Source: an optimization exercise on an open RTL-to-GDS flow (aim: small area, a short achievable clock period and few clock cycles per item). Production flows keep margins and buffers that such runs may drop. In this exercise RTL edits were held to simulation tests only and were not proved equivalent to the original.

**design/flow/design.v**
```verilog
`default_nettype none
package alu_pkg;
    localparam int data_width = 32;
    localparam int shift_width = 5;
    localparam int muldiv_steps = 32;
    typedef logic [data_width-1:0] alu_word_t;
    typedef enum logic [3:0] {
        op_add = 4'd0,
        op_sub = 4'd1,
        op_and = 4'd2,
        op_or  = 4'd3,
        op_sll = 4'd4,
        op_sra = 4'd5,
        op_mul = 4'd6,
        op_div = 4'd7,
        op_xor = 4'd8
    } alu_op_e;
    typedef enum logic [1:0] {
        st_idle = 2'd0,
        st_mul  = 2'd1,
        st_div  = 2'd2,
        st_hold = 2'd3
    } alu_state_e;
endpackage
`default_nettype wire
`default_nettype none
module sum_is_zero #(
    parameter int W = 32
) (
    input  wire logic [W-1:0] a,
    input  wire logic [W-1:0] b,
    input  wire logic         cin,
    output logic              zero
);
    assign zero = ((a ^ b) == {a[W-2:0] | b[W-2:0], cin});
endmodule
`default_nettype wire
`default_nettype none
module barrel_shifter (
    input  wire logic [31:0] value,
    input  wire logic [4:0]  shift_amount,
    input  wire logic        left,
    output logic [31:0]      shifted
);
    logic [31:0] rev_in, in_sel, r, rev_out;
    logic [63:0] wide;
    logic        fill;
    always_comb begin
        for (int i = 0; i < 32; i++) rev_in[i] = value[31-i];
    end
    assign fill   = !left && value[31];
    assign in_sel = left ? rev_in : value;
    assign wide   = {{32{fill}}, in_sel} >> shift_amount;
    assign r      = wide[31:0];
    always_comb begin
        for (int i = 0; i < 32; i++) rev_out[i] = r[31-i];
    end
    assign shifted = left ? rev_out : r;
endmodule
`default_nettype wire
`default_nettype none
module multiplier (
    input  wire logic        clock,
    input  wire logic        arst_n,
    input  wire logic        start,       
    input  wire logic [31:0] mag_a,
    input  wire logic [31:0] mag_b,
    input  wire logic [3:0]  dig_a,       
    input  wire logic [3:0]  dig_b,
    input  wire logic        sign,        
    input  wire logic        take,        
    output logic             busy,        
    output logic             ready,       
    output logic [31:0]      s_out,
    output logic [31:0]      c_out,
    output logic             big,         
    output logic             neg
);
    typedef enum logic [1:0] {S_IDLE, S_STEP, S_DONE} st_e;
    st_e st;
    logic [31:0] mcand, mplier;
    logic [3:0]  cnt;
    logic [31:0] s_q, c_q;
    logic        sticky;
    logic [3:0]  d;
    logic [37:0] x0, x1, x2, x3, x4, x5;
    logic [37:0] l1s, l1c, l2s, l2c, l3s, l3c, l4s, l4c;
    assign d  = mplier[31:28];
    assign x0 = {2'b0, s_q, 4'b0};
    assign x1 = {2'b0, c_q, 4'b0};
    assign x2 = {6'b0, mcand & {32{d[0]}}};
    assign x3 = {5'b0, mcand & {32{d[1]}}, 1'b0};
    assign x4 = {4'b0, mcand & {32{d[2]}}, 2'b0};
    assign x5 = {3'b0, mcand & {32{d[3]}}, 3'b0};
    assign l1s = x0 ^ x1 ^ x2;
    assign l1c = ((x0 & x1) | (x0 & x2) | (x1 & x2)) << 1;
    assign l2s = x3 ^ x4 ^ x5;
    assign l2c = ((x3 & x4) | (x3 & x5) | (x4 & x5)) << 1;
    assign l3s = l1s ^ l1c ^ l2s;
    assign l3c = ((l1s & l1c) | (l1s & l2s) | (l1c & l2s)) << 1;
    assign l4s = l3s ^ l3c ^ l2c;
    assign l4c = ((l3s & l3c) | (l3s & l2c) | (l3c & l2c)) << 1;
    logic        swap;
    logic [3:0]  n;
    logic [31:0] mpl_sel;
    assign swap    = (dig_a < dig_b);
    assign n       = swap ? dig_a : dig_b;
    assign mpl_sel = swap ? mag_a : mag_b;
    assign busy  = (st != S_IDLE);
    assign ready = (st == S_DONE);
    assign s_out = s_q;
    assign c_out = c_q;
    assign big   = sticky;
    always_ff @(posedge clock or negedge arst_n) begin
        if (!arst_n) begin
            st <= S_IDLE;
        end else begin
            case (st)
                S_IDLE: if (start) st <= (n == 4'd0) ? S_DONE : S_STEP;
                S_STEP: if (cnt == 4'd1) st <= S_DONE;
                S_DONE: if (take) st <= S_IDLE;
                default: st <= S_IDLE;
            endcase
        end
    end
    always_ff @(posedge clock) begin
        case (st)
            S_IDLE: begin
                mcand  <= swap ? mag_b : mag_a;
                mplier <= mpl_sel << {(4'd8 - n), 2'b00};
                cnt    <= n;
                neg    <= sign;
                s_q    <= '0;
                c_q    <= '0;
                sticky <= 1'b0;
            end
            S_STEP: begin
                mplier <= mplier << 4;
                cnt    <= cnt - 4'd1;
                s_q    <= l4s[31:0];
                c_q    <= l4c[31:0];
                sticky <= sticky | (|l4s[37:32]) | (|l4c[37:32]);
            end
            default: ;
        endcase
    end
endmodule
`default_nettype wire
`default_nettype none
module divider (
    input  wire logic        clock,
    input  wire logic        arst_n,
    input  wire logic        start,
    input  wire logic [31:0] mag_a,
    input  wire logic [31:0] mag_b,
    input  wire logic [5:0]  len_a,       
    input  wire logic [5:0]  len_b,       
    input  wire logic        b_zero,
    input  wire logic        sign,
    input  wire logic        flag,        
    input  wire logic        take,
    output logic             busy,
    output logic             ready,
    output logic [31:0]      mag,
    output logic             neg,
    output logic             ovf
);
    typedef enum logic [1:0] {S_IDLE, S_STEP, S_DONE} st_e;
    st_e st;
    logic [31:0] rem, q;
    logic [32:0] dv;
    logic [5:0]  cnt;
    logic [33:0] trial;
    logic [6:0]  diff;
    logic        none;
    logic [4:0]  k;
    assign diff = {1'b0, len_a} - {1'b0, len_b};
    assign none = diff[6] || b_zero;
    assign k    = diff[5] ? 5'd31 : diff[4:0];
    assign trial = {2'b0, rem} - {1'b0, dv};
    assign busy  = (st != S_IDLE);
    assign ready = (st == S_DONE);
    assign mag   = q;
    always_ff @(posedge clock or negedge arst_n) begin
        if (!arst_n) begin
            st <= S_IDLE;
        end else begin
            case (st)
                S_IDLE: if (start) st <= none ? S_DONE : S_STEP;
                S_STEP: if (cnt == 6'd1) st <= S_DONE;
                S_DONE: if (take) st <= S_IDLE;
                default: st <= S_IDLE;
            endcase
        end
    end
    always_ff @(posedge clock) begin
        case (st)
            S_IDLE: begin
                rem <= mag_a;
                dv  <= {1'b0, mag_b} << k;
                cnt <= {1'b0, k} + 6'd1;
                q   <= '0;
                neg <= sign;
                ovf <= flag;
            end
            S_STEP: begin
                cnt <= cnt - 6'd1;
                dv  <= dv >> 1;
                if (!trial[33]) begin
                    rem <= trial[31:0];
                    q   <= {q[30:0], 1'b1};
                end else begin
                    q   <= {q[30:0], 1'b0};
                end
            end
            default: ;
        endcase
    end
endmodule
`default_nettype wire
`default_nettype none
module alu (
    input  wire logic                            clock,
    input  wire logic                            arst_n,
    input  wire logic                            in_valid,
    output logic                                 in_ready,
    input  wire logic [3:0]                      op,
    input  wire alu_pkg::alu_word_t              operand_a,
    input  wire alu_pkg::alu_word_t              operand_b,
    input  wire logic [alu_pkg::shift_width-1:0] shift_amount,
    output logic                                 out_valid,
    input  wire logic                            out_ready,
    output alu_pkg::alu_word_t                   result,
    output logic                                 not_equal,
    output logic                                 less_than,
    output logic                                 overflow
);
    localparam int QD = 4;
    function automatic [5:0] bitlen(input [31:0] v);
        reg [5:0] l;
        integer i;
        begin
            l = 6'd0;
            for (i = 0; i < 32; i = i + 1) if (v[i]) l = i + 1;
            bitlen = l;
        end
    endfunction
    function automatic [3:0] hexdigits(input [31:0] x);
        reg [31:0] y;
        reg [3:0]  nd;
        reg        ones;
        reg        corr;
        integer    i;
        begin
            y  = x ^ {32{x[31]}};
            nd = 4'd0;
            for (i = 0; i < 8; i = i + 1) if (|y[4*i +: 4]) nd = i + 1;
            corr = 1'b0;
            ones = 1'b1;
            for (i = 0; i < 8; i = i + 1) begin
                if (nd == i) corr = ones;
                ones = ones & (&y[4*i +: 4]);
            end
            hexdigits = nd + {3'd0, x[31] & corr};
        end
    endfunction
    logic        xv;
    logic [31:0] xa, xb;
    logic [4:0]  xsh;
    logic        x_add, x_sub, x_and, x_or, x_xor, x_sll, x_sh, is_mul, is_div;
    logic [3:0]  x_da, x_db;
    logic [5:0]  x_la, x_lb;
    logic        x_bz, x_dflag;
    logic x_go;
    always_ff @(posedge clock or negedge arst_n) begin
        if (!arst_n) xv <= 1'b0;
        else if (in_ready) xv <= in_valid;
    end
    always_ff @(posedge clock) begin
        if (in_ready) begin
            xa     <= operand_a;
            xb     <= (op == 4'd1) ? ~operand_b : operand_b;
            xsh    <= shift_amount;
            x_add  <= (op == 4'd0) || (op == 4'd1);
            x_sub  <= (op == 4'd1);
            x_and  <= (op == 4'd2);
            x_or   <= (op == 4'd3);
            x_xor  <= (op == 4'd8);
            x_sll  <= (op == 4'd4);
            x_sh   <= (op == 4'd4) || (op == 4'd5);
            is_mul <= (op == 4'd6);
            is_div <= (op == 4'd7);
            x_da   <= hexdigits(operand_a);
            x_db   <= hexdigits(operand_b);
            x_la   <= bitlen(operand_a ^ {32{operand_a[31]}}) + {5'd0, operand_a[31]};
            x_lb   <= bitlen(operand_b ^ {32{operand_b[31]}});
            x_bz   <= (operand_b == 32'd0);
            x_dflag <= (operand_b == 32'd0) || ((operand_a == 32'h80000000) && (&operand_b));
        end
    end
    logic [31:0] sum;
    logic        add_ovf, add_zero;
    assign sum     = xa + xb + {31'd0, x_sub};
    assign add_ovf = (xa[31] == xb[31]) && (sum[31] != xa[31]);
    sum_is_zero #(.W(32)) u_zero (.a(xa), .b(xb), .cin(x_sub), .zero(add_zero));
    logic [31:0] shifted;
    barrel_shifter u_shift (
        .value(xa), .shift_amount(xsh), .left(x_sll), .shifted(shifted)
    );
    logic [34:0] simple_res;
    assign simple_res = ({35{x_add}} & {sum, !add_zero, sum[31] ^ add_ovf, add_ovf})
                      | ({35{x_and}} & {xa & xb, 3'b000})
                      | ({35{x_or}}  & {xa | xb, 3'b000})
                      | ({35{x_xor}} & {xa ^ xb, 3'b000})
                      | ({35{x_sh}}  & {shifted, 3'b000});
    logic        sa, sb;
    logic [31:0] mag_a, mag_b;
    assign sa = xa[31];
    assign sb = xb[31];
    assign mag_a = (xa ^ {32{sa}}) + {31'd0, sa};
    assign mag_b = (xb ^ {32{sb}}) + {31'd0, sb};
    logic [1:0]  q_kind [QD];
    logic [34:0] q_data [QD];
    logic [1:0]  q_head, q_tail;
    logic [2:0]  q_cnt;
    logic        mul_busy, mul_ready, mul_big, mul_neg;
    logic [31:0] mul_s, mul_c;
    logic        div_busy, div_ready, div_neg, div_ovf;
    logic [31:0] div_mag;
    logic full;
    assign full = (q_cnt == QD);
    assign x_go = xv && !full && (is_mul ? !mul_busy : is_div ? !div_busy : 1'b1);
    logic [1:0] h_kind;
    logic       h_ready, o_load, take_mul, take_div;
    assign h_kind  = q_kind[q_head];
    assign h_ready = (q_cnt != 3'd0)
                  && ((h_kind == 2'd0) || ((h_kind == 2'd1) && mul_ready)
                                       || ((h_kind == 2'd2) && div_ready));
    assign o_load   = h_ready && (!out_valid || out_ready);
    assign take_mul = o_load && (h_kind == 2'd1);
    assign take_div = o_load && (h_kind == 2'd2);
    always_ff @(posedge clock or negedge arst_n) begin
        if (!arst_n) begin
            q_head <= '0;
            q_tail <= '0;
            q_cnt  <= '0;
        end else begin
            if (x_go)   q_tail <= q_tail + 2'd1;
            if (o_load) q_head <= q_head + 2'd1;
            q_cnt <= q_cnt + {2'd0, x_go} - {2'd0, o_load};
        end
    end
    always_ff @(posedge clock) begin
        if (!full) begin
            q_kind[q_tail] <= is_mul ? 2'd1 : is_div ? 2'd2 : 2'd0;
            q_data[q_tail] <= simple_res;
        end
    end
    logic       xv_n, mul_n, div_n, ismul_n, isdiv_n, full_n;
    assign xv_n    = in_ready ? in_valid : xv;
    assign ismul_n = in_ready ? (op == 4'd6) : is_mul;
    assign isdiv_n = in_ready ? (op == 4'd7) : is_div;
    assign mul_n   = (mul_busy && !take_mul) || (x_go && is_mul);
    assign div_n   = (div_busy && !take_div) || (x_go && is_div);
    assign full_n  = ((q_cnt == QD) && !o_load) || ((q_cnt == QD - 1) && x_go && !o_load);
    always_ff @(posedge clock or negedge arst_n) begin
        if (!arst_n) in_ready <= 1'b0;
        else in_ready <= !xv_n || (!full_n && (ismul_n ? !mul_n : isdiv_n ? !div_n : 1'b1));
    end
    multiplier u_mul (
        .clock(clock), .arst_n(arst_n),
        .start(x_go && is_mul),
        .mag_a(mag_a), .mag_b(mag_b), .dig_a(x_da), .dig_b(x_db),
        .sign(sa ^ sb), .take(take_mul),
        .busy(mul_busy), .ready(mul_ready), .s_out(mul_s), .c_out(mul_c),
        .big(mul_big), .neg(mul_neg)
    );
    divider u_div (
        .clock(clock), .arst_n(arst_n),
        .start(x_go && is_div),
        .mag_a(mag_a), .mag_b(mag_b), .len_a(x_la), .len_b(x_lb),
        .b_zero(x_bz), .sign(sa ^ sb), .flag(x_dflag), .take(take_div),
        .busy(div_busy), .ready(div_ready), .mag(div_mag), .neg(div_neg), .ovf(div_ovf)
    );
    logic [31:0] mul_res;
    logic [32:0] mul_m;
    logic        mul_lowz, mul_ovf;
    assign mul_res = (mul_s ^ {32{mul_neg}}) + (mul_c ^ {32{mul_neg}}) + {30'd0, mul_neg, 1'b0};
    assign mul_m   = {1'b0, mul_s} + {1'b0, mul_c};
    sum_is_zero #(.W(31)) u_mz (.a(mul_s[30:0]), .b(mul_c[30:0]), .cin(1'b0), .zero(mul_lowz));
    assign mul_ovf = mul_big || mul_m[32] || (mul_m[31] && (!mul_neg || !mul_lowz));
    logic [31:0] div_res;
    assign div_res = (div_mag ^ {32{div_neg}}) + {31'd0, div_neg};
    always_ff @(posedge clock or negedge arst_n) begin
        if (!arst_n) out_valid <= 1'b0;
        else if (!out_valid || out_ready) out_valid <= h_ready;
    end
    always_ff @(posedge clock) begin
        if (o_load) begin
            case (h_kind)
                2'd1:    {result, not_equal, less_than, overflow} <= {mul_res, 2'b00, mul_ovf};
                2'd2:    {result, not_equal, less_than, overflow} <= {div_res, 2'b00, div_ovf};
                default: {result, not_equal, less_than, overflow} <= q_data[q_head];
            endcase
        end
    end
endmodule
`default_nettype wire
```
**design/flow/config.mk**
```make
export PLATFORM = sky130hd
export DESIGN_NAME = alu
export DESIGN_NICKNAME = alu
export VERILOG_FILES = /design/flow/design.v
export SDC_FILE = /design/flow/constraint.sdc
export NUM_CORES = 4
export LEC_CHECK = 0
export CAP_MARGIN = 20
export CORE_MARGIN = 2
export CORE_UTILIZATION = 40
export SETUP_SLACK_MARGIN = 4.5
export SLEW_MARGIN = 20
```
**design/flow/run.sh**
```bash
#!/bin/bash
# synth_recipe.tcl (not shown) runs the flow's synth.tcl, then flattens the netlist and writes it again
# the make line also repeats each setting of config.mk as NAME=value (left out here)
make -C /OpenROAD-flow-scripts/flow DESIGN_CONFIG=/design/flow/config.mk WORK_HOME=/design/flow/orfs CLKGATE_MAP_FILE= SYNTH_SCRIPT=/design/flow/synth_recipe.tcl finish
```
**design/flow/constraint.sdc**
```tcl
create_clock -name core_clock -period 8.0 [get_ports {clock}]
set_input_delay 1.6000 -clock core_clock [delete_from_list [all_inputs] [get_ports {clock}]]
set_output_delay 1.6000 -clock core_clock [all_outputs]
set_load 0.01 [all_outputs]
```
==> results.cfg, run 1 <==
[clock_tree]
cts_buffer_depth = 3
h-tree-depth = 3
cts_tree = done
clkLatencyLatePin_ns = 0.69
numCtsBuffers = 68
ctsRootBufferMaster = clkbuf_16
cts_hold_buf = 0
clk_pin_slew_ns = 0.07
clock_sinks = 532

[setup_path]
crit_slowest_cell = or4_4
rrSetupSlack_ns = 3.97
critPathKind = reg -> reg
crit_chain = buf_12 -> buf_6 -> and3b_2 -> o22ai_4 -> or4_4 -> buf_6 -> o41ai_4 -> a21boi_4 -> xnor2_4 -> buf_6 -> mux2i_4 -> mux2i_2 -> nand2_1 -> nand2_2 -> nand2_2 -> a211oi_2 -> a21oi_1
worstPathMaxFanout = 7
cp.depth = 17
cp-end-kind = flip-flop
cp.arrival_ns = 4.43
cpMostUsedCell = buf_6
ff2ff_path_depth = 17
cp_top_family = simple AND/OR/NAND/NOR gates
crit_start = xb[31]
crit_path_end = u_div.dv[21]
r2r_start = xb[31]
rr_endpoint = u_div.dv[21]
crit_buf_inv = 4
critPathRequiredTime_ns = 8.40
worstSetupStartpointType = flip-flop
cpPeakStageDelay_ns = 0.58

[yosys]
synth.area.mux_share_pct = 7.03
synth.top_cell.area_share_pct = 35.4
synth_area_leader_cell = edfxtp_1
ys_seq_area_share_pct = 36.3
syn_nets = 5023
synth_compound_area_share_pct = 15.8
synth_area_um2 = 43700
yosys.area_share.simple_pct = 15.3
ys_ff_latch = 532
synth_cell_types = 96
synth_top_family_by_area = compound AO/OA/AOI/OAI gates
synthTopCellsByArea = edfxtp_1, ha_1, fa_1
syn_area_per_cell_um2 = 9.58
synth_cells = 4566
synth-edff-count = 516
async_flop_share_pct = 2.63
synth-main-ff-cell = edfxtp_1
yosys.area_share.xor_xnor_pct = 7.18
yosys.area_share.adder_pct = 13.0
yosysWarnings = 4

[floorplan]
die_h_um = 335
initial_core_util_pct = 40.2
io_pins = 114
die-area_um2 = 112000
row_count = 121
dieWidth_um = 335
coreArea_um2 = 109000

[routing]
first_pass_iters = 7
finalWirelength_um = 156000
wl_per_cell_um = 24.6
dr_total_vias = 37800
drc = 0
antenna_left = 0
drt_iter0_drc = 4392
vias_per_cell = 5.97

[timing]
finalSetupViolations = 0
finClkSkew_ns = 0.0516
hold_viol_final = 0
fin_crit_ns = 4.03
rsz0062_at_grt = yes
relSlewSlack_pct = 20.1
clock.fmax_mhz = 248
fin_tns_setup_ns = 0
drv_slew = 0
worst_slew_pin_slew_ns = 1.19
finalCritPeriodShare_pct = 50.4

[cells_and_area]
layout.nets = 5326
drive_above_1_share_pct = 23.9
final_core_util_pct = 51.1
stdcell_count = 6340
final_common_cell = edfxtp_1
fillCellCount = 9747
final_cell_area_um2 = 55500
areaGrowthSynthToFinish_pct = 27.0
final_cell_mix = edfxtp_1, nand2_1, nor2_1

[flow_run]
cap_violations = 0

[place]
dpl.hpwl_um = 107000
port_buffers = 113
placed_cells = 5886
placed_cell_area_um2 = 46400
gp_congestion = 1.00

[global_routing]
grt_pass1_wl_um = 226000
grt_max_degree = 94
track_usage_pct = 26.6
overflow = 0
grt_pass1_vias = 35600
antenna_found_initial = 8

[worst_hold_path]
holdCritStartpoint = u_mul.mplier[27]
min_path_type = reg -> reg

[outcome]
status = no timing/DRC/antenna violations
[how the worst min path moves through the flow]
| stage | endpoint | slack (ns) | cells after the start |
|---|---|---|---|
| finish | u_mul.mplier[31] | 0.52 | 2 |
| global route | xv | 0.53 | 1 |
| CTS | xv | 0.52 | 1 |
| detailed placement | xv | 0.51 | 1 |
| global placement | u_mul.mplier[26] | 0.49 | 2 |
| floorplan | u_div.ovf | 0.40 | 0 |
[kinds of logic (layout without fill, tap and decap cells)]
logic type	count (synthesis)	after routing
buffers and inverters	625	982
adder cells (fa/ha/maj)	380	380
AND/OR/NAND/NOR	1369	1370
AO/OA/AOI/OAI	1088	1089
XOR/XNOR	357	357
flip-flops	532	532
other	0	1
multiplexers	215	215
[routing by layer]
| metal | part of all wire (%) | wire length [µm] | up-vias | GRT usage [%] |
|---|---|---|---|---|
| met1 | 42 | 64700 | 18500 | 36.1 |
| met3 | 8.5 | 13300 | 450 | 4.71 |
| li1 | - | - | 17000 | - |
| met2 | 44 | 69200 | 1870 | 41.1 |
| met4 | 5.5 | 8540 | 4 | 12.8 |
| met5 | 0.015 | 23 | - | 0 |
[worst min-delay path, stage by stage, from the launching register on]
cell and delay (ns):
edfxtp_1 0.32, nand2_1 0.04, o21ai_1 0.06
[metrics by stage]
| step | worst slack, ns | hold slack [ns] |
|---|---|---|
| floorplan | 3.50 | 0.400 |
| global placement | 3.10 | 0.493 |
| detailed placement | 3.05 | 0.512 |
| CTS | 4.14 | 0.525 |
| global route | 3.93 | 0.533 |
| finish | 3.97 | 0.520 |
[flip-flops by register name (all words and copies together), names as in the netlist, 5 cells and up]
register and cells:
u_mul.c_q 29, q_data 140, u_mul.mcand 32, u_div.cnt 6, xsh 5, q_kind 8, u_mul.mplier 32, u_mul.s_q 32
u_div.rem 32, u_div.q 32, x_lb 5, xa 32, x_la 6, xb 32, result 32, u_div.dv 33
[repair_timing]
item | CTS | global route
buffers inserted | 183 | 112
endpoints found under the setup margin | 338 | 272
cloned | 22 | 10
pin swaps | 198 | 249
hold endpoints to repair | 0 | 0
gates resized for setup | 543 | 471
[final cells by class]
cell class	instances	area [µm²]	area share, %
flip-flops and latches	532	15900	28.6
repair inverters	5	32.5	0.0586
clock inverters	53	641	1.15
repair buffers	493	4920	8.86
well taps	1414	1770	3.19
multi-input cells	3411	29100	52.5
inverters	358	1400	2.52
clock buffers	73	1740	3.13
diodes	1	2.50	0.00451
[cells in the mapped netlist (29+ instances only)]
library cell	n
edfxtp_1	516
nand2_1	371
nor2_1	370
inv_1	352
a21oi_1	296
o21ai_0	295
ha_1	255
clkbuf_1	215
and2_1	206
xnor2_1	199
xor2_1	157
mux2i_1	127
fa_1	125
nor3_1	85
mux4_2	72
nand3_1	71
a21o_1	61
o22ai_1	44
buf_1	43
a211oi_1	42
nand2b_1	36
a22oi_1	35
and3_1	35
nand4_1	34
nor4_1	33
or3_1	31
nor2b_1	30
a31oi_1	29
Testbench counts, summed over its fixed seeds: cycles 46,637, items 24,000.
==> inputs of run 2 (changes only) <==
--- a/design/flow/design.v
+++ b/design/flow/design.v
@@ -72,8 +72,6 @@
     output logic             busy,        
     output logic             ready,       
-    output logic [31:0]      s_out,
-    output logic [31:0]      c_out,
-    output logic             big,         
-    output logic             neg
+    output logic [31:0]      res,
+    output logic             ovf
 );
     typedef enum logic [1:0] {S_IDLE, S_STEP, S_DONE} st_e;
@@ -82,5 +80,5 @@
     logic [3:0]  cnt;
     logic [31:0] s_q, c_q;
-    logic        sticky;
+    logic        sticky, neg;
     logic [3:0]  d;
     logic [37:0] x0, x1, x2, x3, x4, x5;
@@ -107,9 +105,14 @@
     assign n       = swap ? dig_a : dig_b;
     assign mpl_sel = swap ? mag_a : mag_b;
+    logic [33:0] xs, xc, hs, hc, t;
+    assign xs = {2'b00, s_q} ^ {34{neg}};
+    assign xc = {2'b00, c_q} ^ {34{neg}};
+    assign hs = xs ^ xc ^ {32'd0, neg, 1'b0};
+    assign hc = ((xs & xc) | ({32'd0, neg, 1'b0} & (xs ^ xc))) << 1;
+    assign t  = hs + hc;
     assign busy  = (st != S_IDLE);
     assign ready = (st == S_DONE);
-    assign s_out = s_q;
-    assign c_out = c_q;
-    assign big   = sticky;
+    assign res   = t[31:0];
+    assign ovf   = sticky || (neg ? !(&t[33:31]) : (t[32] || t[31]));
     always_ff @(posedge clock or negedge arst_n) begin
         if (!arst_n) begin
@@ -117,6 +120,6 @@
         end else begin
             case (st)
-                S_IDLE: if (start) st <= (n == 4'd0) ? S_DONE : S_STEP;
-                S_STEP: if (cnt == 4'd1) st <= S_DONE;
+                S_IDLE: if (start) st <= n[3] ? S_STEP : S_DONE;
+                S_STEP: if (cnt[2:0] == 3'd0) st <= S_DONE;
                 S_DONE: if (take) st <= S_IDLE;
                 default: st <= S_IDLE;
@@ -128,7 +131,7 @@
             S_IDLE: begin
                 mcand  <= swap ? mag_b : mag_a;
-                mplier <= mpl_sel << {(4'd8 - n), 2'b00};
+                mplier <= mpl_sel << {~n[2:0], 2'b00};
                 cnt    <= n;
-                neg    <= sign;
+                neg    <= sign && n[3];
                 s_q    <= '0;
                 c_q    <= '0;
@@ -154,8 +157,9 @@
     input  wire logic [31:0] mag_a,
     input  wire logic [31:0] mag_b,
-    input  wire logic [5:0]  len_a,       
-    input  wire logic [5:0]  len_b,       
+    input  wire logic [4:0]  len_a,       
+    input  wire logic [4:0]  len_b,       
     input  wire logic        b_zero,
     input  wire logic        sign,
+    input  wire logic        neg_a,       
     input  wire logic        flag,        
     input  wire logic        take,
@@ -175,5 +179,5 @@
     logic        none;
     logic [4:0]  k;
-    assign diff = {1'b0, len_a} - {1'b0, len_b};
+    assign diff = {2'b0, len_a} + {6'd0, neg_a} - {2'b0, len_b};
     assign none = diff[6] || b_zero;
     assign k    = diff[5] ? 5'd31 : diff[4:0];
@@ -237,30 +241,62 @@
 );
     localparam int QD = 4;
-    function automatic [5:0] bitlen(input [31:0] v);
-        reg [5:0] l;
+    function automatic [4:0] msbpos(input [31:0] v);
+        reg [15:0] n1; reg [15:0] p1;
+        reg [7:0]  n2; reg [15:0] p2;
+        reg [3:0]  n3; reg [11:0] p3;
+        reg [1:0]  n4; reg [7:0]  p4;
         integer i;
         begin
-            l = 6'd0;
-            for (i = 0; i < 32; i = i + 1) if (v[i]) l = i + 1;
-            bitlen = l;
+            for (i = 0; i < 16; i = i + 1) begin
+                n1[i] = v[2*i+1] | v[2*i];
+                p1[i] = v[2*i+1];
+            end
+            for (i = 0; i < 8; i = i + 1) begin
+                n2[i] = n1[2*i+1] | n1[2*i];
+                p2[2*i +: 2] = n1[2*i+1] ? {1'b1, p1[2*i+1]} : {1'b0, p1[2*i]};
+            end
+            for (i = 0; i < 4; i = i + 1) begin
+                n3[i] = n2[2*i+1] | n2[2*i];
+                p3[3*i +: 3] = n2[2*i+1] ? {1'b1, p2[2*(2*i+1) +: 2]} : {1'b0, p2[2*(2*i) +: 2]};
+            end
+            for (i = 0; i < 2; i = i + 1) begin
+                n4[i] = n3[2*i+1] | n3[2*i];
+                p4[4*i +: 4] = n3[2*i+1] ? {1'b1, p3[3*(2*i+1) +: 3]} : {1'b0, p3[3*(2*i) +: 3]};
+            end
+            msbpos = n4[1] ? {1'b1, p4[7:4]} : {1'b0, p4[3:0]};
+        end
+    endfunction
+    function automatic [4:0] onelen(input [31:0] x);
+        reg [31:0] y;
+        begin
+            y = x ^ {32{x[31]}};
+            onelen = msbpos({y[30:0], 1'b1});
         end
     endfunction
-    function automatic [3:0] hexdigits(input [31:0] x);
+    function automatic [3:0] hexdig(input [31:0] x);
         reg [31:0] y;
-        reg [3:0]  nd;
-        reg        ones;
-        reg        corr;
-        integer    i;
+        reg [7:0]  nz, ff, lowf, highz, m;
+        integer i;
         begin
-            y  = x ^ {32{x[31]}};
-            nd = 4'd0;
-            for (i = 0; i < 8; i = i + 1) if (|y[4*i +: 4]) nd = i + 1;
-            corr = 1'b0;
-            ones = 1'b1;
+            y = x ^ {32{x[31]}};
             for (i = 0; i < 8; i = i + 1) begin
-                if (nd == i) corr = ones;
-                ones = ones & (&y[4*i +: 4]);
+                nz[i] = |y[4*i +: 4];
+                ff[i] = &y[4*i +: 4];
+            end
+            lowf[0] = 1'b1;
+            for (i = 1; i < 8; i = i + 1) lowf[i] = lowf[i-1] & ff[i-1];
+            highz[7] = !nz[7];
+            for (i = 6; i >= 0; i = i - 1) highz[i] = highz[i+1] & !nz[i];
+            m = nz | ({8{x[31]}} & lowf & highz);
+            hexdig[3] = |m;
+            if (|m[7:4]) begin
+                hexdig[2] = 1'b1;
+                if (|m[7:6]) hexdig[1:0] = {1'b1, m[7]};
+                else         hexdig[1:0] = {1'b0, m[5]};
+            end else begin
+                hexdig[2] = 1'b0;
+                if (|m[3:2]) hexdig[1:0] = {1'b1, m[3]};
+                else         hexdig[1:0] = {1'b0, m[1]};
             end
-            hexdigits = nd + {3'd0, x[31] & corr};
         end
     endfunction
@@ -269,6 +305,6 @@
     logic [4:0]  xsh;
     logic        x_add, x_sub, x_and, x_or, x_xor, x_sll, x_sh, is_mul, is_div;
-    logic [3:0]  x_da, x_db;
-    logic [5:0]  x_la, x_lb;
+    logic [3:0]  x_ha, x_hb;
+    logic [4:0]  x_la, x_lb;
     logic        x_bz, x_dflag;
     logic x_go;
@@ -291,8 +327,8 @@
             is_mul <= (op == 4'd6);
             is_div <= (op == 4'd7);
-            x_da   <= hexdigits(operand_a);
-            x_db   <= hexdigits(operand_b);
-            x_la   <= bitlen(operand_a ^ {32{operand_a[31]}}) + {5'd0, operand_a[31]};
-            x_lb   <= bitlen(operand_b ^ {32{operand_b[31]}});
+            x_ha   <= hexdig(operand_a);
+            x_hb   <= hexdig(operand_b);
+            x_la   <= onelen(operand_a);
+            x_lb   <= onelen(operand_b);
             x_bz   <= (operand_b == 32'd0);
             x_dflag <= (operand_b == 32'd0) || ((operand_a == 32'h80000000) && (&operand_b));
@@ -300,8 +336,9 @@
     end
     logic [31:0] sum;
-    logic        add_ovf, add_zero;
-    assign sum     = xa + xb + {31'd0, x_sub};
+    logic [32:0] sum_w;
+    logic        add_ovf;
+    assign sum_w   = {xa, 1'b1} + {xb, x_sub};
+    assign sum     = sum_w[32:1];
     assign add_ovf = (xa[31] == xb[31]) && (sum[31] != xa[31]);
-    sum_is_zero #(.W(32)) u_zero (.a(xa), .b(xb), .cin(x_sub), .zero(add_zero));
     logic [31:0] shifted;
     barrel_shifter u_shift (
@@ -309,5 +346,5 @@
     );
     logic [34:0] simple_res;
-    assign simple_res = ({35{x_add}} & {sum, !add_zero, sum[31] ^ add_ovf, add_ovf})
+    assign simple_res = ({35{x_add}} & {sum, 1'b1, sum[31] ^ add_ovf, add_ovf})
                       | ({35{x_and}} & {xa & xb, 3'b000})
                       | ({35{x_or}}  & {xa | xb, 3'b000})
@@ -324,6 +361,6 @@
     logic [1:0]  q_head, q_tail;
     logic [2:0]  q_cnt;
-    logic        mul_busy, mul_ready, mul_big, mul_neg;
-    logic [31:0] mul_s, mul_c;
+    logic        mul_busy, mul_ready, mul_ovf;
+    logic [31:0] mul_res;
     logic        div_busy, div_ready, div_neg, div_ovf;
     logic [31:0] div_mag;
@@ -371,8 +408,7 @@
         .clock(clock), .arst_n(arst_n),
         .start(x_go && is_mul),
-        .mag_a(mag_a), .mag_b(mag_b), .dig_a(x_da), .dig_b(x_db),
+        .mag_a(mag_a), .mag_b(mag_b), .dig_a(x_ha), .dig_b(x_hb),
         .sign(sa ^ sb), .take(take_mul),
-        .busy(mul_busy), .ready(mul_ready), .s_out(mul_s), .c_out(mul_c),
-        .big(mul_big), .neg(mul_neg)
+        .busy(mul_busy), .ready(mul_ready), .res(mul_res), .ovf(mul_ovf)
     );
     divider u_div (
@@ -380,14 +416,7 @@
         .start(x_go && is_div),
         .mag_a(mag_a), .mag_b(mag_b), .len_a(x_la), .len_b(x_lb),
-        .b_zero(x_bz), .sign(sa ^ sb), .flag(x_dflag), .take(take_div),
+        .b_zero(x_bz), .sign(sa ^ sb), .neg_a(sa), .flag(x_dflag), .take(take_div),
         .busy(div_busy), .ready(div_ready), .mag(div_mag), .neg(div_neg), .ovf(div_ovf)
     );
-    logic [31:0] mul_res;
-    logic [32:0] mul_m;
-    logic        mul_lowz, mul_ovf;
-    assign mul_res = (mul_s ^ {32{mul_neg}}) + (mul_c ^ {32{mul_neg}}) + {30'd0, mul_neg, 1'b0};
-    assign mul_m   = {1'b0, mul_s} + {1'b0, mul_c};
-    sum_is_zero #(.W(31)) u_mz (.a(mul_s[30:0]), .b(mul_c[30:0]), .cin(1'b0), .zero(mul_lowz));
-    assign mul_ovf = mul_big || mul_m[32] || (mul_m[31] && (!mul_neg || !mul_lowz));
     logic [31:0] div_res;
     assign div_res = (div_mag ^ {32{div_neg}}) + {31'd0, div_neg};
@@ -401,5 +430,6 @@
                 2'd1:    {result, not_equal, less_than, overflow} <= {mul_res, 2'b00, mul_ovf};
                 2'd2:    {result, not_equal, less_than, overflow} <= {div_res, 2'b00, div_ovf};
-                default: {result, not_equal, less_than, overflow} <= q_data[q_head];
+                default: {result, not_equal, less_than, overflow} <= {q_data[q_head][34:3],
+                             q_data[q_head][2] && (|q_data[q_head][34:3]), q_data[q_head][1:0]};
             endcase
         end
--- a/design/flow/config.mk
+++ b/design/flow/config.mk
@@ -8,5 +8,5 @@
 export CAP_MARGIN = 20
 export CORE_MARGIN = 2
-export CORE_UTILIZATION = 40
-export SETUP_SLACK_MARGIN = 4.5
+export CORE_UTILIZATION = 60
+export SETUP_SLACK_MARGIN = 4.0
 export SLEW_MARGIN = 20
==> results.cfg, run 2 <==
[outcome]
status = no timing/DRC/antenna violations

[timing]
rsz0062_at_grt = yes
fin_tns_setup_ns = 0
hold_viol_final = 0
finClkSkew_ns = 0.0764
clock.fmax_mhz = 247
worst_hold_slack_ns = 0.460
fin_crit_ns = 4.04
finalSetupViolations = 0
finalCritPeriodShare_pct = 50.5
relSlewSlack_pct = 18.4
worst_slew_pin_slew_ns = 1.22
drv_slew = 0

[floorplan]
die_h_um = 273
initial_core_util_pct = 60.7
dieWidth_um = 273
io_pins = 114
die-area_um2 = 74400
row_count = 98
coreArea_um2 = 71500

[yosys]
syn_nets = 4932
synth_cell_types = 107
synth.top_cell.area_share_pct = 35.6
yosysWarnings = 4
synthTopCellsByCount = edfxtp_1, nor2_1, nand2_1
ys_ff_latch = 530
yosysMostFrequentCell = edfxtp_1
synth_area_leader_cell = edfxtp_1
synth_area_um2 = 43400
async_flop_share_pct = 2.64
synthTopCellsByArea = edfxtp_1, ha_1, fa_1
syn_area_per_cell_um2 = 9.59
ys_seq_area_share_pct = 36.5
synth_cells = 4523
synth-main-ff-cell = edfxtp_1
synth-edff-count = 514

[cells_and_area]
top_regs = q_data (140), u_div.dv (33)
regMostFlops = q_data
final_core_util_pct = 68.2
fillCellCount = 5691
largest_reg_flops = 140
final_cell_mix = edfxtp_1, nor2_1, nand2_1
drive_above_1_share_pct = 11.2
diodes = 0
areaGrowthSynthToFinish_pct = 12.4
final_common_cell = edfxtp_1
layout.nets = 4983

[clock_tree]
ctsRootBufferMaster = clkbuf_16
cts_buffer_depth = 3
clock_sinks = 530
clk_pin_slew_ns = 0.06
clkLatencyLatePin_ns = 0.67
numCtsBuffers = 56
h-tree-depth = 2
cts_tree = done
cts_hold_buf = 0

[global_routing]
overflow = 0
antenna_found_initial = 3
grt_pass1_wl_um = 206000
grt_max_degree = 93
grt_pass1_vias = 33600
track_usage_pct = 36.2

[setup_path]
rrSetupSlack_ns = 3.96
worstPathMaxFanout = 7
cpPeakStageDelay_ns = 0.52
crit_slowest_cell = nor3_1
rr_endpoint = u_mul.mplier[30]
cp.arrival_ns = 4.49
ff2ff_path_depth = 13
crit_chain = inv_1 -> ha_1 -> ha_1 -> inv_1 -> nor3_1 -> a21oi_1 -> o22ai_1 -> xnor2_1 -> buf_4 -> o221ai_1 -> o21ai_0 -> a21oi_1 -> o21ai_0
worstSetupStartpointType = flip-flop
r2r_start = xa[0]
cp-end-kind = flip-flop
critPathKind = reg -> reg
critPathRequiredTime_ns = 8.44

[routing]
wl_per_cell_um = 24.7
antenna_left = 0
vias_per_cell = 6.53
first_pass_iters = 6
dr_total_vias = 36400
drt_iter0_drc = 4223
drc = 0
finalWirelength_um = 138000

[worst_hold_path]
min_path_type = reg -> reg
holdCritStartpoint = u_mul.mplier[11]
min_to = u_mul.mplier[15]
worstHoldPathCells = 1

[place]
port_buffers = 113
gp_congestion = 1.00
dpl.hpwl_um = 101000

[flow_run]
cap_violations = 0
[run 2: changes by cell type after synthesis, moves of 19 or more]
cell      previous run  this run
a21oi_1            296       276
a31oi_1             29        51
and2_1             206       232
ha_1               255       209
inv_1              352       333
mux2i_1            127       105
nand2_1            371       345
nor2_1             370       405
o211ai_1            25        48
o21ai_0            295       253
xnor2_1            199       147
[run 2: logic make-up (layout without fill, tap and decap cells)]
kind of cell             Yosys count  in the layout  share of synthesized area [%]
AO/OA/AOI/OAI                   1090           1090                           16.2
XOR/XNOR                         291            291                           5.91
adder cells (fa/ha/maj)          332            332                           11.7
buffers and inverters            603            700                           5.35
flip-flops                       530            530                           36.5
multiplexers                     216            216                           7.26
AND/OR/NAND/NOR                 1461           1461                           17.0
[run 2: layer usage]
| metal | vias to the layer above | share of wire (%) | GRT usage [%] |
|---|---|---|---|
| met5 | - | 0.020 | 0 |
| met2 | 1970 | 44 | 55.3 |
| met3 | 387 | 10 | 6.67 |
| li1 | 16500 | - | - |
| met4 | 4 | 5.6 | 17.1 |
| met1 | 17500 | 40 | 50.2 |
[run 2: worst max-delay path by stage]
stage                             to  slack [ns]  cells after the start  startpoint
detailed placement      u_div.dv[29]        2.85                     16      xa[31]
floorplan                   q_cnt[2]        3.88                     17   q_head[0]
global placement        u_div.dv[29]        2.95                     16      xa[31]
finish              u_mul.mplier[30]        3.96                     13       xa[0]
CTS                     u_div.dv[29]        3.95                     16      xa[31]
global route        u_mul.mplier[30]        3.91                     13       xa[0]
[run 2: cell type report]
type                    count  area [µm²]  area share, %
clock buffers              67        1470           3.02
well taps                 950        1190           2.44
multi-input cells        3390       26000           53.3
flip-flops and latches    530       15800           32.5
repair inverters            2        17.5         0.0359
repair buffers            256        2460           5.04
inverters                 338        1320           2.71
clock inverters            37         469          0.962
[run 2: worst max-delay path: cells and delay by family (launching register included)]
kind,cells,cell delay (ns)
AOI/OAI and AO/OA,6,1.40
xor gates and xnor gates,1,0.14
buffers and inverters,3,0.68
DFF,1,0.51
adders and majority gates,2,0.61
and+or+nand+nor,1,0.52
[run 2: metrics by stage]
stage                     worst slack [ns]  instances  cell area (µm²)
after detailed placement              2.85       5391            45300
final                                 3.96       5570            48800
after global routing                  3.91       5570            48800
after global placement                2.95       5391            45300
after floorplan                       3.88       4523            43500
after CTS                             3.95       5505            47700
[run 2: repair_timing]
item                                    in CTS  in global routing
pin swaps                                    7                 23
resized for setup                           69                111
setup buffers                                7                 58
gates cloned                                 3                  6
endpoints found under the setup margin     155                152
Testbench counts of run 2, summed over its fixed seeds: cycles 46,637, items 24,000.
==> inputs of run 3 (changes only) <==
--- a/design/flow/design.v
+++ b/design/flow/design.v
@@ -145,5 +145,8 @@
                 sticky <= sticky | (|l4s[37:32]) | (|l4c[37:32]);
             end
-            default: ;
+            default: begin
+                mplier <= mplier << 4;
+                cnt    <= cnt - 4'd1;
+            end
         endcase
     end
@@ -161,5 +164,6 @@
     input  wire logic        b_zero,
     input  wire logic        sign,
-    input  wire logic        neg_a,       
+    input  wire logic        ext_a,       
+    input  wire logic        ext_b,
     input  wire logic        flag,        
     input  wire logic        take,
@@ -173,14 +177,14 @@
     st_e st;
     logic [31:0] rem, q;
-    logic [32:0] dv;
+    logic [31:0] dv;
     logic [5:0]  cnt;
-    logic [33:0] trial;
+    logic [32:0] trial;
     logic [6:0]  diff;
     logic        none;
     logic [4:0]  k;
-    assign diff = {2'b0, len_a} + {6'd0, neg_a} - {2'b0, len_b};
+    assign diff = ({2'b0, len_a} + {6'd0, ext_a}) - ({2'b0, len_b} + {6'd0, ext_b});
     assign none = diff[6] || b_zero;
-    assign k    = diff[5] ? 5'd31 : diff[4:0];
-    assign trial = {2'b0, rem} - {1'b0, dv};
+    assign k    = diff[4:0];
+    assign trial = {1'b0, rem} - {1'b0, dv};
     assign busy  = (st != S_IDLE);
     assign ready = (st == S_DONE);
@@ -202,5 +206,5 @@
             S_IDLE: begin
                 rem <= mag_a;
-                dv  <= {1'b0, mag_b} << k;
+                dv  <= mag_b << k;
                 cnt <= {1'b0, k} + 6'd1;
                 q   <= '0;
@@ -211,5 +215,5 @@
                 cnt <= cnt - 6'd1;
                 dv  <= dv >> 1;
-                if (!trial[33]) begin
+                if (!trial[32]) begin
                     rem <= trial[31:0];
                     q   <= {q[30:0], 1'b1};
@@ -218,5 +222,8 @@
                 end
             end
-            default: ;
+            default: begin
+                cnt <= cnt - 6'd1;
+                dv  <= dv >> 1;
+            end
         endcase
     end
@@ -274,4 +281,15 @@
         end
     endfunction
+    function automatic pow2neg(input [31:0] x);
+        reg [31:0] y;
+        reg        m;
+        integer i;
+        begin
+            y = ~x;
+            m = x[31];
+            for (i = 0; i < 31; i = i + 1) m = m & (y[i] | !y[i+1]);
+            pow2neg = m;
+        end
+    endfunction
     function automatic [3:0] hexdig(input [31:0] x);
         reg [31:0] y;
@@ -301,4 +319,15 @@
         end
     endfunction
+    function automatic [31:0] cond_neg(input [31:0] x, input s);
+        reg [31:0] p;
+        integer l, i;
+        begin
+            p = x;
+            for (l = 0; l < 5; l = l + 1)
+                for (i = 0; i < 32; i = i + 1)
+                    if ((i >> l) & 1) p[i] = p[i] | p[((i >> l) << l) - 1];
+            cond_neg = x ^ ({p[30:0], 1'b0} & {32{s}});
+        end
+    endfunction
     logic        xv;
     logic [31:0] xa, xb;
@@ -307,4 +336,5 @@
     logic [3:0]  x_ha, x_hb;
     logic [4:0]  x_la, x_lb;
+    logic        x_ca, x_cb;
     logic        x_bz, x_dflag;
     logic x_go;
@@ -331,4 +361,6 @@
             x_la   <= onelen(operand_a);
             x_lb   <= onelen(operand_b);
+            x_ca   <= pow2neg(operand_a);
+            x_cb   <= pow2neg(operand_b);
             x_bz   <= (operand_b == 32'd0);
             x_dflag <= (operand_b == 32'd0) || ((operand_a == 32'h80000000) && (&operand_b));
@@ -355,6 +387,6 @@
     assign sa = xa[31];
     assign sb = xb[31];
-    assign mag_a = (xa ^ {32{sa}}) + {31'd0, sa};
-    assign mag_b = (xb ^ {32{sb}}) + {31'd0, sb};
+    assign mag_a = cond_neg(xa, sa);
+    assign mag_b = cond_neg(xb, sb);
     logic [1:0]  q_kind [QD];
     logic [34:0] q_data [QD];
@@ -416,9 +448,9 @@
         .start(x_go && is_div),
         .mag_a(mag_a), .mag_b(mag_b), .len_a(x_la), .len_b(x_lb),
-        .b_zero(x_bz), .sign(sa ^ sb), .neg_a(sa), .flag(x_dflag), .take(take_div),
+        .b_zero(x_bz), .sign(sa ^ sb), .ext_a(x_ca), .ext_b(x_cb), .flag(x_dflag), .take(take_div),
         .busy(div_busy), .ready(div_ready), .mag(div_mag), .neg(div_neg), .ovf(div_ovf)
     );
     logic [31:0] div_res;
-    assign div_res = (div_mag ^ {32{div_neg}}) + {31'd0, div_neg};
+    assign div_res = cond_neg(div_mag, div_neg);
     always_ff @(posedge clock or negedge arst_n) begin
         if (!arst_n) out_valid <= 1'b0;
==> results.cfg, run 3 <==
[worst_hold_path]
holdCritStartpoint = u_mul.mplier[8]
worstHoldPathCells = 2
min_path_type = reg -> reg
min_to = u_mul.mplier[12]

[clock_tree]
ctsRootBufferMaster = clkbuf_16
cts_tree = done
cts_buffer_depth = 3
clkLatencyLatePin_ns = 0.66
numCtsBuffers = 58
clock_sinks = 531
clk_pin_slew_ns = 0.07
cts_hold_buf = 0
h-tree-depth = 2

[global_routing]
grt_pass1_wl_um = 193000
antenna_found_initial = 4
grt_max_degree = 76
overflow = 0
grt_pass1_vias = 31600
track_usage_pct = 36.2

[place]
port_buffers = 113
gp_congestion = 0.977
dpl.hpwl_um = 94800
place_ws_ns = 3.04

[cells_and_area]
areaGrowthSynthToFinish_pct = 11.6
regMostFlops = q_data
fillCellCount = 5373
drive_above_1_share_pct = 9.54
final_cell_mix = edfxtp_1, nand2_1, inv_1
largest_reg_flops = 140
final-seq-area_um2 = 15100
layout.nets = 4635
multi_input_area_um2 = 23700
final_common_cell = edfxtp_1

[setup_path]
crit_slowest_cell = or4_4
rr_endpoint = u_div.dv[30]
r2r_start = xb[3]
critPathKind = reg -> reg
ff2ff_path_depth = 10
rrSetupSlack_ns = 4.02
critPathRequiredTime_ns = 8.60
cp-end-kind = flip-flop
cpPeakStageDelay_ns = 0.63
worstSetupStartpointType = flip-flop
worstPathMaxFanout = 9
cp.arrival_ns = 4.58
crit_chain = or4_4 -> or3_2 -> o31ai_1 -> xnor2_1 -> o221a_2 -> a21oi_1 -> mux2i_1 -> nor2_1 -> a211oi_2 -> o211a_1

[timing]
fin_ws_ns = 4.02
drv_slew = 0
finalCritPeriodShare_pct = 49.8
clock.fmax_mhz = 251
fin_crit_ns = 3.98
worst_hold_slack_ns = 0.431
rsz0062_at_grt = yes
finalSetupViolations = 0
relSlewSlack_pct = 17.7
fin_tns_setup_ns = 0
worst_slew_pin_slew_ns = 1.23
hold_viol_final = 0
finClkSkew_ns = 0.0427

[routing]
dr_total_vias = 33200
drc = 0
finalWirelength_um = 127000
wl_per_cell_um = 24.7
vias_per_cell = 6.45
antenna_left = 0
drt_iter0_drc = 3849
first_pass_iters = 6

[yosys]
synthTopCellsByArea = edfxtp_1, ha_1, fa_1
syn_area_per_cell_um2 = 9.65
yosysWarnings = 4
async_flop_share_pct = 2.64
synth-main-ff-cell = edfxtp_1
synthTopCellsByCount = edfxtp_1, nand2_1, inv_1
synth-edff-count = 442
ys_seq_area_share_pct = 37.3
synth.top_cell.area_share_pct = 32.7
ys_ff_latch = 531
synth_cell_types = 87
yosysMostFrequentCell = edfxtp_1
syn_nets = 4614
synth_cells = 4206
synth_area_um2 = 40600
synth_area_leader_cell = edfxtp_1

[floorplan]
die-area_um2 = 69800
row_count = 95
dieWidth_um = 264
die_h_um = 264
coreArea_um2 = 67000
initial_core_util_pct = 60.6
io_pins = 114

[flow_run]
cap_violations = 0

[outcome]
status = no timing/DRC/antenna violations
-- run 3: cell types whose count changed after synthesis, sizes merged, moves of 21 or more --
cell,before,now
a21o,65,40
dfxtp,2,75
edfxtp,514,442
mux2i,106,77
nor2,405,324
nor3,100,62
o31ai,16,37
-- run 3: layout make-up --
| type | count | share of cell area [%] |
|---|---|---|
| clock inverter | 36 | 1.13 |
| inverter | 331 | 2.76 |
| tap | 873 | 2.41 |
| antenna | 2 | 0.0110 |
| timing repair buffer | 201 | 4.29 |
| sequential | 531 | 33.4 |
| multi-input combinational | 3104 | 52.4 |
| clock buffer | 74 | 3.64 |
-- run 3: worst max-delay path by stage --
stage                              from           end  slack [ns]
after floorplan               u_mul.neg      overflow        4.02
after global placement    operand_b[31]       x_hb[3]        3.09
after detailed placement  operand_a[31]       x_ha[0]        3.04
after CTS                     q_head[1]      q_cnt[2]        3.98
after global routing          q_head[1]      q_cnt[2]        3.96
final                             xb[3]  u_div.dv[30]        4.02
-- run 3: cell families (layout without fill, tap and decap cells) --
| group | Yosys count | after routing | synth area share, % |
|---|---|---|---|
| buf+inv | 572 | 642 | 5.54 |
| fa+ha+maj | 331 | 331 | 12.5 |
| other cells | 0 | 2 | 0 |
| simple gates | 1264 | 1264 | 15.3 |
| compound gates | 1033 | 1033 | 16.1 |
| flops | 531 | 531 | 37.3 |
| xor+xnor | 292 | 292 | 6.30 |
| mux | 183 | 184 | 7.04 |
-- run 3: routing by layer --
layer  share of wire, %  vias up  wire length, µm  track usage [%]
met5              0.010        -               13                0
met1                 41    16100            51500             49.6
met4                5.5        2             6960             17.1
met2                 46     1661            57900             56.9
met3                8.4      322            10700             5.44
li1                   -    15200                -                -
-- run 3: worst max-delay path: cells and delay by family (launching register included) --
family          cells  cell delay, ns
xor+xnor            1            0.42
compound gates      5            1.51
mux                 1            0.31
flops               1            0.47
simple gates        3            1.22
-- run 3: repair_timing --
action,4_1_cts,5_1_grt
endpoints found under the hold margin,0,0
pin swaps,4,16
gates cloned,2,2
resized for setup,40,74
setup buffers,8,13
setup endpoints to repair,112,120
-- run 3: metrics by stage --
stage	area [µm²]	utilization (%)	std cells
after floorplan	40600	-	4206
after global placement	42400	63.2	5014
after detailed placement	42400	63.2	5014
after CTS	44800	66.8	5134
after global routing	45300	67.6	5150
final	45300	67.6	5152
Testbench counts of run 3, summed over its fixed seeds: cycles 46,130, items 24,000.
==> inputs of run 4 (changes only) <==
--- a/design/flow/design.v
+++ b/design/flow/design.v
@@ -162,8 +162,8 @@
     input  wire logic [4:0]  len_a,       
     input  wire logic [4:0]  len_b,       
-    input  wire logic        b_zero,
-    input  wire logic        sign,
     input  wire logic        ext_a,       
     input  wire logic        ext_b,
+    input  wire logic        b_zero,
+    input  wire logic        sign,
     input  wire logic        flag,        
     input  wire logic        take,
@@ -177,7 +177,6 @@
     st_e st;
     logic [31:0] rem, q;
-    logic [31:0] dv;
-    logic [5:0]  cnt;
-    logic [32:0] trial;
+    logic [32:0] dv;
+    logic [4:0]  cnt;
     logic [6:0]  diff;
     logic        none;
@@ -185,6 +184,22 @@
     assign diff = ({2'b0, len_a} + {6'd0, ext_a}) - ({2'b0, len_b} + {6'd0, ext_b});
     assign none = diff[6] || b_zero;
-    assign k    = diff[4:0];
-    assign trial = {1'b0, rem} - {1'b0, dv};
+    assign k    = diff[4:0] | 5'd1;
+    logic [32:0] h;
+    logic [33:0] t1, t2a;
+    logic [34:0] xs, xy, xz, cs, cc, t2b;
+    logic        b1, b2;
+    assign h   = {1'b0, dv[32:1]};
+    assign t1  = {2'b0, rem} - {1'b0, dv};
+    assign t2a = {2'b0, rem} - {1'b0, h};
+    assign xs  = {3'b0, rem};
+    assign xy  = ~{2'b0, dv};
+    assign xz  = ~{2'b0, h};
+    assign cs  = xs ^ xy ^ xz;
+    assign cc  = {((xs[33:0] & xy[33:0]) | (xs[33:0] & xz[33:0]) | (xy[33:0] & xz[33:0])), 1'b1};
+    logic [35:0] t2w;
+    assign t2w = {cs, 1'b1} + {cc, 1'b1};
+    assign t2b = t2w[35:1];
+    assign b1  = !t1[33];
+    assign b2  = b1 ? !t2b[34] : !t2a[33];
     assign busy  = (st != S_IDLE);
     assign ready = (st == S_DONE);
@@ -196,5 +211,5 @@
             case (st)
                 S_IDLE: if (start) st <= none ? S_DONE : S_STEP;
-                S_STEP: if (cnt == 6'd1) st <= S_DONE;
+                S_STEP: if (cnt == 5'd1) st <= S_DONE;
                 S_DONE: if (take) st <= S_IDLE;
                 default: st <= S_IDLE;
@@ -206,6 +221,6 @@
             S_IDLE: begin
                 rem <= mag_a;
-                dv  <= mag_b << k;
-                cnt <= {1'b0, k} + 6'd1;
+                dv  <= {1'b0, mag_b} << k;
+                cnt <= {1'b0, k[4:1]} + 5'd1;
                 q   <= '0;
                 neg <= sign;
@@ -213,16 +228,12 @@
             end
             S_STEP: begin
-                cnt <= cnt - 6'd1;
-                dv  <= dv >> 1;
-                if (!trial[32]) begin
-                    rem <= trial[31:0];
-                    q   <= {q[30:0], 1'b1};
-                end else begin
-                    q   <= {q[30:0], 1'b0};
-                end
+                cnt <= cnt - 5'd1;
+                dv  <= dv >> 2;
+                rem <= b1 ? (b2 ? t2b[31:0] : t1[31:0]) : (b2 ? t2a[31:0] : rem);
+                q   <= {q[29:0], b1, b2};
             end
             default: begin
-                cnt <= cnt - 6'd1;
-                dv  <= dv >> 1;
+                cnt <= cnt - 5'd1;
+                dv  <= dv >> 2;
             end
         endcase
==> results.cfg, run 4 <==
[outcome]
status = no timing/DRC/antenna violations

[yosys]
synth_area_um2 = 44000
synth-main-ff-cell = edfxtp_1
yosysWarnings = 4
synth.top_cell.area_share_pct = 30.2
synth_cell_types = 93
synth-edff-count = 442
synth_cells = 4660
syn_area_per_cell_um2 = 9.44
syn_nets = 5167
synth_area_leader_cell = edfxtp_1
ys_seq_area_share_pct = 34.4
synthTopCellsByCount = edfxtp_1, nand2_1, a21oi_1
async_flop_share_pct = 2.64
ys_ff_latch = 531
synthTopCellsByArea = edfxtp_1, ha_1, fa_1
yosysMostFrequentCell = edfxtp_1

[place]
placed_cells = 5555
placed_cell_area_um2 = 46000
dpl.hpwl_um = 104000
gp_congestion = 1.03
port_buffers = 113

[cells_and_area]
final_common_cell = edfxtp_1
areaGrowthSynthToFinish_pct = 13.6
top_regs = q_data (140), u_div.dv (33)
final-seq-area_um2 = 15100
layout.nets = 5257
fillCellCount = 5744
stdcell_count = 5763
drive_above_1_share_pct = 11.8
largest_reg_flops = 140
regMostFlops = q_data
multi_input_area_um2 = 27600
final_cell_mix = edfxtp_1, nand2_1, a21oi_1
final_cell_area_um2 = 50000

[floorplan]
initial_core_util_pct = 60.5
dieWidth_um = 275
io_pins = 114
die-area_um2 = 75500
row_count = 99
die_h_um = 275
coreArea_um2 = 72700

[clock_tree]
numCtsBuffers = 61
h-tree-depth = 2
clkLatencyLatePin_ns = 0.68
cts_hold_buf = 0
cts_buffer_depth = 3
clock_sinks = 531
ctsRootBufferMaster = clkbuf_16
clk_pin_slew_ns = 0.06
cts_tree = done

[global_routing]
antenna_found_initial = 4
track_usage_pct = 37.2
overflow = 0
grt_pass1_wl_um = 213000
grt_max_degree = 84
grt_pass1_vias = 35000

[timing]
rsz0062_at_grt = yes
worst_slew_pin_slew_ns = 1.28
relSlewSlack_pct = 14.0
drv_slew = 0
finClkSkew_ns = 0.0479
fin_tns_setup_ns = 0
finalSetupViolations = 0
fin_crit_ns = 4.15
finalCritPeriodShare_pct = 51.8
hold_viol_final = 0
clock.fmax_mhz = 241

[setup_path]
crit_buf_inv = 3
critPathRequiredTime_ns = 8.36
cp.arrival_ns = 4.51
cp_top_family = compound AO/OA/AOI/OAI gates
worstSetupStartpointType = flip-flop
cp-end-kind = flip-flop
crit_chain = fa_1 -> ha_4 -> o211ai_1 -> a21oi_4 -> o41ai_2 -> buf_4 -> a41oi_4 -> a21boi_2 -> o21ai_2 -> o211ai_2 -> a2111oi_4 -> buf_6 -> o21ai_4 -> buf_6 -> mux2i_1 -> o221ai_1
worstPathMaxFanout = 7
critPathKind = reg -> reg
cpPeakStageDelay_ns = 0.57
cpMostUsedCell = buf_6
crit_slowest_cell = fa_1

[routing]
vias_per_cell = 6.52
dr_total_vias = 37600
drt_iter0_drc = 4181
wl_per_cell_um = 24.9
antenna_left = 0
first_pass_iters = 8
drc = 0
finalWirelength_um = 143000

[flow_run]
cap_violations = 0

[worst_hold_path]
min_path_type = reg -> reg
==> run 4: cell count changes in the layout (fill, tap and decap cells not counted), sizes merged, moves of 17 or more <==
cell    before  now
and3        18   85
a21o        40   57
nand2      337  379
o21ai      271  333
a21oi      294  366
buf         86  144
and2       236  172
inv        332  355
a221oi      30    4
xnor2      163  192
ha         208  273
nand3       70   94
fa         123  157
==> run 4: worst paths after layout <==
kind | end | startpoint | slack (ns) | depth (start not counted)
min in group asynchronous | q_head[1] | arst_n | 1.38 | 1
max reg2reg | u_div.rem[2] | u_div.rem[3] | 3.85 | 16
max in group asynchronous | in_ready | arst_n | 6.04 | 1
max | u_div.rem[2] | u_div.rem[3] | 3.85 | 16
min | u_mul.mplier[10] | u_mul.mplier[6] | 0.41 | 2
min reg2reg | u_mul.mplier[10] | u_mul.mplier[6] | 0.41 | 2
==> run 4: layout make-up <==
cell class	instances	area share, %
Timing Repair Buffer	261	5.08
Sequential cell	531	30.3
Tap cell	959	2.40
Inverter	356	2.71
Antenna cell	2	0.0100
Multi-Input combinational cell	3539	55.2
Clock inverter	46	1.05
Clock buffer	69	3.20
==> run 4: layer usage <==
layer | wire length, µm | GRT usage, % | vias to the layer above
li1 | - | - | 17000
met1 | 57400 | 50.5 | 18100
met2 | 65100 | 58.5 | 1998
met3 | 13500 | 6.80 | 416
met4 | 7370 | 16.4 | 4
met5 | 27 | 0 | -
==> run 4: worst min-delay path, delay by kind of cell (launching register included) <==
kind | cells | cell delay [ns]
flops | 1 | 0.31
compound gates | 1 | 0.06
simple gates | 1 | 0.04
==> run 4: cells by family (layout without fill, tap and decap cells) <==
| family | after synthesis | in the layout | synth area share (%) |
|---|---|---|---|
| AND/OR/NAND/NOR | 1389 | 1389 | 15.6 |
| multiplexers | 186 | 186 | 6.44 |
| other | 0 | 2 | 0 |
| XOR/XNOR | 325 | 325 | 6.47 |
| buffers and inverters | 592 | 732 | 5.08 |
| adder cells (fa/ha/maj) | 430 | 430 | 14.9 |
| AO/OA/AOI/OAI | 1207 | 1209 | 17.1 |
| flip-flops | 531 | 531 | 34.4 |
==> run 4: repair_timing <==
| action | CTS | global route |
|---|---|---|
| gates cloned | 3 | 4 |
| hold endpoints to repair | 0 | 0 |
| endpoints found under the setup margin | 158 | 173 |
| buffers inserted | 45 | 39 |
| pin swaps | 18 | 74 |
| resized for setup | 80 | 137 |
==> run 4: metrics by stage <==
stage | util [%] | worst slack, ns | hold WS (ns)
6_report | 68.7 | 3.85 | 0.414
5_1_grt | 68.7 | 3.80 | 0.445
4_1_cts | 67.3 | 3.93 | 0.398
3_5_place_dp | 63.2 | 2.58 | 0.419
3_3_place_gp | 63.2 | 2.66 | 0.410
2_1_floorplan | - | 4.02 | 0.400
Testbench counts of run 4, summed over its fixed seeds: cycles 39,525, items 24,000.

-- what the ideal ports hide --
In the flow no input, the clock included, has a driving cell. The finished layouts below were timed again as built, in two steps. Step 1 (the two cells are an assumption about what drives the block):
set clk [get_ports {clock}]
set_driving_cell -lib_cell sky130_fd_sc_hd__clkbuf_16 $clk
set_driving_cell -lib_cell sky130_fd_sc_hd__buf_2 [delete_from_list [all_inputs] $clk]
Step 2 adds t to the input delays and takes it off the output delays; t is the mean of the earliest and latest rising clock arrival at the registers after step 1. Input paths then give back, and output paths get back, about the clock's delay inside the block. Three values: ideal, step 1, step 2; two values: the first two.
run	t (ns)	slack for setup (ns)	worst setup path after step 2	clock arrival spread, ns
run 1	0.736	3.972 / 3.972 / 3.705	input to register	0.051 / 0.052
run 2	0.706	3.956 / 3.956 / 3.530	input to register	0.077 / 0.077
run 3	0.715	4.018 / 4.018 / 3.477	input to register	0.044 / 0.044
run 4	0.726	3.853 / 3.853 / 3.441	input to register	0.049 / 0.049
After both steps setup and hold are still met in every run listed. For run 3, which loses most, drivers alone change the setup slack by 0.000 ns; drivers and shift together by -0.541 ns.
